Context: an optimization exercise on an open-source flow, tuned for small area, a short achievable clock period and few clock cycles. The choices shown serve that exercise and are no tape-out recipe.
Function was checked by simulation only, so behaviour that the tests miss may differ from the original.
Power and IR drop assume default switching activity.

--- config.mk ---
export PLATFORM = sky130hd
export DESIGN_NAME = wildcard_glob_matcher
export DESIGN_NICKNAME = wildcard_glob_matcher
export VERILOG_FILES = /design/flow/design.v
export SDC_FILE = /design/flow/constraint.sdc
export NUM_CORES = 4
export LEC_CHECK = 0
export CAP_MARGIN = 20
export CORE_MARGIN = 2
export CORE_UTILIZATION = 40
export SLEW_MARGIN = 20
--- constraint.sdc ---
create_clock -name core_clock -period 3.0 [get_ports {clk}]
set_input_delay 0.6000 -clock core_clock [delete_from_list [all_inputs] [get_ports {clk}]]
set_output_delay 0.6000 -clock core_clock [all_outputs]
set_load 0.01 [all_outputs]
--- design.v ---
`default_nettype none
package wgm_pkg;
    localparam int MAX_PATTERN = 64;
    localparam int LEN_W       = $clog2(MAX_PATTERN + 1);
    localparam logic [7:0] CH_STAR = 8'h2A;
    localparam logic [7:0] CH_ANY  = 8'h3F;
    typedef logic [LEN_W-1:0] len_t;
    typedef enum logic [1:0] {
        MODE_START   = 2'd0,
        MODE_PATTERN = 2'd1,
        MODE_TEXT    = 2'd2,
        MODE_END     = 2'd3
    } mode_t;
    typedef struct packed {
        mode_t      mode;
        logic [7:0] ch;
    } item_t;
    typedef struct packed {
        logic matched;
        logic error;
    } result_t;
    typedef struct packed {
        logic       clear;
        logic       pat_we;
        logic       text_en;
        logic [7:0] ch;
        logic       pat_col;
    } cell_ctl_t;
    typedef struct packed {
        logic col;
        logic step_new;
    } link_t;
endpackage
`default_nettype wire
`default_nettype none
module wgm_cell (
    input  wire                   clk,
    input  wire                   rst_n,
    input  wgm_pkg::cell_ctl_t    ctl,
    input  wire                   sel,
    input  wgm_pkg::link_t        prev,
    output wgm_pkg::link_t        link
);
    logic       col_reg;
    logic       col_next;
    logic [7:0] char_reg;
    logic       is_star;
    logic       char_hit;
    logic       step_new;
    assign is_star  = (char_reg == wgm_pkg::CH_STAR);
    assign char_hit = (char_reg == ctl.ch) || (char_reg == wgm_pkg::CH_ANY);
    assign step_new = prev.col & char_hit;
    always_comb
    begin
        col_next = col_reg;
        priority if (ctl.clear)
        begin
            col_next = 1'b0;
        end
        else if (ctl.pat_we && sel)
        begin
            col_next = ctl.pat_col;
        end
        else if (ctl.text_en)
        begin
            col_next = is_star ? (prev.step_new | col_reg) : step_new;
        end
        else
        begin
            col_next = col_reg;
        end
    end
    always_ff @(posedge clk or negedge rst_n)
    begin
        if (!rst_n)
        begin
            col_reg <= 1'b0;
        end
        else
        begin
            col_reg <= col_next;
        end
    end
    always_ff @(posedge clk)
    begin
        if (ctl.pat_we && sel)
        begin
            char_reg <= ctl.ch;
        end
    end
    assign link.col      = col_reg;
    assign link.step_new = step_new;
endmodule
`default_nettype wire
`default_nettype none
module wildcard_glob_matcher (
    input  wire               clk,
    input  wire               rst_n,
    input  wire               item_valid,
    output logic              item_ready,
    input  wire  [9:0]        item_in,
    output logic              result_valid,
    input  wire               result_ready,
    output logic [1:0]        result
);
    wgm_pkg::item_t      item;
    assign item = wgm_pkg::item_t'(item_in);
    logic                accept;
    logic                is_star_in;
    logic                pat_ok;
    logic                store;
    wgm_pkg::len_t       pat_len_reg;
    wgm_pkg::len_t       pat_len_next;
    wgm_pkg::len_t       slot_cnt_reg;
    wgm_pkg::len_t       slot_cnt_next;
    logic                text_started_reg;
    logic                text_started_next;
    logic                error_reg;
    logic                error_next;
    logic                last_star_reg;
    logic                last_star_next;
    logic                all_star_reg;
    logic                all_star_next;
    logic                result_valid_reg;
    wgm_pkg::result_t    result_reg;
    logic                matched_now;
    wgm_pkg::cell_ctl_t  ctl;
    logic [wgm_pkg::MAX_PATTERN:0] link_col;
    logic [wgm_pkg::MAX_PATTERN:0] link_step;
    logic [wgm_pkg::MAX_PATTERN-1:0] sel;
    logic [wgm_pkg::MAX_PATTERN-1:0] last_hit;
    assign item_ready = !result_valid_reg || result_ready;
    assign accept     = item_valid && item_ready;
    assign is_star_in = (item.ch == wgm_pkg::CH_STAR);
    assign pat_ok     = !text_started_reg
                        && (pat_len_reg != wgm_pkg::len_t'(wgm_pkg::MAX_PATTERN));
    assign store      = !(is_star_in && last_star_reg);
    always_comb
    begin
        pat_len_next      = pat_len_reg;
        slot_cnt_next     = slot_cnt_reg;
        text_started_next = text_started_reg;
        error_next        = error_reg;
        last_star_next    = last_star_reg;
        all_star_next     = all_star_reg;
        ctl               = '0;
        ctl.ch            = item.ch;
        ctl.pat_col       = all_star_reg && is_star_in;
        if (accept)
        begin
            unique case (item.mode)
                wgm_pkg::MODE_START:
                begin
                    pat_len_next      = '0;
                    slot_cnt_next     = '0;
                    text_started_next = 1'b0;
                    error_next        = 1'b0;
                    last_star_next    = 1'b0;
                    all_star_next     = 1'b1;
                    ctl.clear         = 1'b1;
                end
                wgm_pkg::MODE_PATTERN:
                begin
                    if (pat_ok)
                    begin
                        pat_len_next   = pat_len_reg + 1'b1;
                        last_star_next = is_star_in;
                        all_star_next  = all_star_reg && is_star_in;
                        if (store)
                        begin
                            slot_cnt_next = slot_cnt_reg + 1'b1;
                            ctl.pat_we    = 1'b1;
                        end
                    end
                    else
                    begin
                        error_next = 1'b1;
                    end
                end
                wgm_pkg::MODE_TEXT:
                begin
                    text_started_next = 1'b1;
                    ctl.text_en       = 1'b1;
                end
                wgm_pkg::MODE_END:
                begin
                end
                default:
                begin
                end
            endcase
        end
    end
    always_ff @(posedge clk or negedge rst_n)
    begin
        if (!rst_n)
        begin
            pat_len_reg      <= '0;
            slot_cnt_reg     <= '0;
            text_started_reg <= 1'b0;
            error_reg        <= 1'b0;
            last_star_reg    <= 1'b0;
            all_star_reg     <= 1'b1;
        end
        else
        begin
            pat_len_reg      <= pat_len_next;
            slot_cnt_reg     <= slot_cnt_next;
            text_started_reg <= text_started_next;
            error_reg        <= error_next;
            last_star_reg    <= last_star_next;
            all_star_reg     <= all_star_next;
        end
    end
    assign link_col[0]  = !text_started_reg;
    assign link_step[0] = 1'b0;
    for (genvar i = 0; i < wgm_pkg::MAX_PATTERN; i++)
    begin : g_cell
        assign sel[i]      = (slot_cnt_reg == wgm_pkg::len_t'(i));
        assign last_hit[i] = link_col[i+1] && (slot_cnt_reg == wgm_pkg::len_t'(i + 1));
        wgm_cell u_cell (
            .clk   (clk),
            .rst_n (rst_n),
            .ctl   (ctl),
            .sel   (sel[i]),
            .prev  ({link_col[i], link_step[i]}),
            .link  ({link_col[i+1], link_step[i+1]})
        );
    end
    assign matched_now = (slot_cnt_reg == '0) ? !text_started_reg : (|last_hit);
    always_ff @(posedge clk or negedge rst_n)
    begin
        if (!rst_n)
        begin
            result_valid_reg <= 1'b0;
        end
        else if (accept && (item.mode == wgm_pkg::MODE_END))
        begin
            result_valid_reg <= 1'b1;
        end
        else if (result_ready)
        begin
            result_valid_reg <= 1'b0;
        end
    end
    always_ff @(posedge clk)
    begin
        if (accept && (item.mode == wgm_pkg::MODE_END))
        begin
            result_reg.matched <= matched_now;
            result_reg.error   <= error_reg;
        end
    end
    assign result_valid = result_valid_reg;
    assign result       = result_reg;
endmodule
`default_nettype wire
--- run.sh ---
#!/bin/bash
# synth_recipe.tcl (not shown) runs the flow's synth.tcl, then flattens the netlist and writes it again
# the make line also repeats each setting of config.mk as NAME=value (left out here)
make -C /OpenROAD-flow-scripts/flow DESIGN_CONFIG=/design/flow/config.mk WORK_HOME=/design/flow/orfs CLKGATE_MAP_FILE= SYNTH_SCRIPT=/design/flow/synth_recipe.tcl finish
==> results.txt <==
metrics by stage:
stage / hold WS (ps) / util, % / area [um^2] / cells
finish: 19.2 / 46.4 / 35100 / 3733
floorplan: 304 / - / 30500 / 2558
detailed placement: 448 / 43.5 / 32900 / 3611
global placement: 458 / 43.5 / 32900 / 3611
CTS: 10.6 / 46.4 / 35100 / 3732
global route: 48.3 / 46.4 / 35100 / 3732
synth_stat cells (17+ instances only):
master and number:
a211oi_1 32, a21oi_1 37, a22oi_1 18, and3_1 18, buf_2 69, clkbuf_1 46, dfrtp_1 82, edfxtp_1 514
inv_1 35, nand2_1 65, nand3_1 109, nand4_1 168, nor2_1 278, nor3_1 32, nor4_1 37, o2111a_1 24
o2111ai_1 17, o21ai_0 63, o21bai_1 39, o22ai_1 43, o31a_1 31, o31ai_1 18, or2_2 35, or3_1 26
or4_1 32, xnor2_1 444, xor2_1 76
metal layers:
metal,global-route usage (%),wire (um),up-vias
li1,-,-,9902
met1,28.1,36000,10780
met2,36.5,40200,681
met3,3.34,5280,184
met4,8.97,3290,0
met5,0,0,-
power by group through the flow:
| stage | registers (mW) | clock network [mW] | logic [mW] |
|---|---|---|---|
| after floorplan | 9.33 | 0 | 1.03 |
| final | 9.19 | 8.07 | 2.00 |
| after CTS | 9.19 | 8.25 | 1.99 |
| after detailed placement | 9.36 | 0 | 1.98 |
| after global placement | 9.36 | 0 | 1.96 |
| after global routing | 9.20 | 8.57 | 2.11 |
worst max-delay path: cells and delay by family, from the launching register on:
family | cells | cell delay (ps)
simple gates | 1 | 70
fa+ha+maj | 1 | 380
buf+inv | 3 | 520
compound gates | 5 | 1080
flops | 1 | 430
worst paths after layout:
kind / start / to / slack, ps / cells after the start
setup / recovery: slot_cnt_reg[0] / result_reg[1] / 240 / 10
hold / removal: rst_n / g_cell[2].u_cell.col_reg / 20 / 1
setup reg to reg: slot_cnt_reg[0] / result_reg[1] / 240 / 10
hold reg to reg: error_reg / result_reg[0] / 460 / 0
max in group asynchronous: rst_n / g_cell[31].u_cell.col_reg / 2180 / 2
min in group core_clock: error_reg / result_reg[0] / 460 / 0
final cells by class:
type	count	area (um^2)	area share [%]
sequential	597	17500	49.9
multi-input combinational	1803	12300	35.0
clock buffer	97	1900	5.42
timing repair buffer	196	1800	5.12
tap	978	1220	3.49
clock inverter	24	249	0.709
inverter	37	139	0.396
antenna	1	2.50	0.00713
cell families after synthesis:
kind of cell	after synthesis	synth area share [%]
AO/OA/AOI/OAI	397	9.46
AND/OR/NAND/NOR	860	14.8
buffers and inverters	158	2.29
flip-flops	597	57.5
multiplexers	20	0.719
adder cells (fa/ha/maj)	6	0.246
XOR/XNOR	520	15.0
==> out/results.tsv <==
stage	metric	value	unit
global_routing	track_usage	21.7	%
logic_synthesis	synth_seq_cells	597	
power	p_int	14.6	mW
logic_synthesis	synth_top_area_share	50.7	%
logic_synthesis	avgSynthCellArea	11.9	um^2
global_routing	antenna_found_initial	1	
clock_tree	clk_pin_slew	60	ps
global_routing	gr-total-overflow	0	
setup_path	cp_slowest_cell	dfrtp_1	
logic_synthesis	syn-num-nets	2578	
setup_path	slowest_delay	430	ps
clock_tree	cts_tree	built	
clock_tree	cts_hold_buf	0	
place	post-dp-hpwl	56700	um
logic_synthesis	ys_top_cells_by_area	edfxtp_1, xnor2_1, dfrtp_1, nand4_1, nor2_1	
timing	fin_crit_sh	92.2	%
floorplan	die_x	280	um
worst_hold_path	worstHoldPathType	input port to async pin	
timing	layout_setup_ws	235	ps
power	total_power	19.3	mW
layout	drive_above_1_share	12.7	%
layout	final_common_cell	edfxtp_1	
setup_path	cp.required	3310	ps
floorplan	io_pins	18	
clock_tree	clockBufferDepth	3	
floorplan	rows	101	
power	power_density	549	nW/um^2
logic_synthesis	dominantRegCellSynth	edfxtp_1	
timing	hold_violations	0	
timing	worst_pin_slew	834	ps
timing	rsz0062_at_grt	false	
floorplan	core_area	75700	um^2
routing	firstDrtPassIters	6	
setup_path	criticalPathCategory	flip-flop to flip-flop	
clock_tree	cts.htree.levels	3	
global_routing	grt_first_pass_wirelength	131000	um
power	clkPwrFrac	41.9	%
timing	clock_skew	24.9	ps
routing	avgViaCountPerCell	5.77	
timing	relSlewSlack	44.2	%
clock_tree	root_buffer	clkbuf_16	
setup_path	worstPathMaxFanout	8	
routing	first_iter_violations	1892	
power	switchingPower	4.64	mW
outcome	status	no timing/DRC/antenna violations	
timing	drv_slew	0	
routing	vias	21547	
logic_synthesis	synthArstFlopShare	13.9	%
clock_tree	post-cts-setup-buffers	0	
job	cap_violations	0	
setup_path	path_common_cell	buf_4	
clock_tree	cts_made_buffers	68	
logic_synthesis	ys_types	75	
floorplan	fp.dieH	280	um
setup_path	arrival	3080	ps
setup_path	cp-end-kind	flip-flop	
floorplan	fp.dieArea	78400	um^2
clock_tree	cts_resized	0	
floorplan	start_util	40.2	%
timing	finalSetupTns	0	ps
power	leakage	11.1	nW
setup_path	path_cells	inv_1 > ha_1 > buf_4 > a22oi_1 > nor2_1 > a221oi_1 > a31oi_1 > a2111oi_0 > buf_4 > a21oi_1	
routing	finalWirelength	84800	um
layout	final_cell_mix	edfxtp_1, xnor2_1, nor2_1	
layout	nets	2723	
routing	drc	0	
clock_tree	clock_sinks	597	
clock_tree	clock_latency	610	ps
power	p_comb_share	10.4	%
timing	setup_viol	0	
power	swShare	24.1	%
power	ir_drop	0.391	mV
logic_synthesis	synth_edf_count	514	
routing	ant_nets	0	
place	dpl_worst_slack	71.3	ps
logic_synthesis	synth_cells	2558	
logic_synthesis	synth_seq_area_share	57.5	%
timing	fmaxAchievable	0.362	GHz
layout	fill_cells	6655	
place	globalplace.congestion	0.938	
logic_synthesis	yosysTopAreaCell	edfxtp_1	
power	p_seq_share	47.7	%
setup_path	cp-start-kind	flip-flop	
logic_synthesis	netlist_area	30500	um^2
global_routing	first_global_vias	21903	
routing	wl_per_cell	22.7	um
timing	fin_crit	2760	ps
logic_synthesis	yosysWarnings	2	
global_routing	grt_max_degree	94	
place	io_buffers	17	
layout	area_growth	15.2	%
layout	largest_register_ffs	512	
Testbench counts, summed over its fixed seeds: cycles 56,335.

## re-timing with driven ports
In the flow no input, the clock included, has a driving cell. The finished layout below was timed again as built, in two steps.
Step 1 sets driving cells, clkbuf_16 on the clock port and buf_2 on the other inputs (assumed; they add their load-dependent delay and slew).
Step 2 adds t to the input delays and takes it off the output delays; t is the mean of the earliest and latest rising clock arrival at the registers after step 1. Input paths then give back, and output paths get back, about the clock's delay inside the block.
Slacks: ideal ports / drivers / drivers and shift; pairs: ideal ports / drivers.
t, ns: 0.663
slack for setup (ns): 0.235 / 0.235 / 0.035
hold slack, ns: 0.019 / 0.031 / 0.461
slew at the worst register clock pin (ns): 0.06 / 0.06
After both steps setup and hold are still met in this run. The setup slack of this run moves by 0.000 ns with the drivers and by -0.200 ns with both steps.
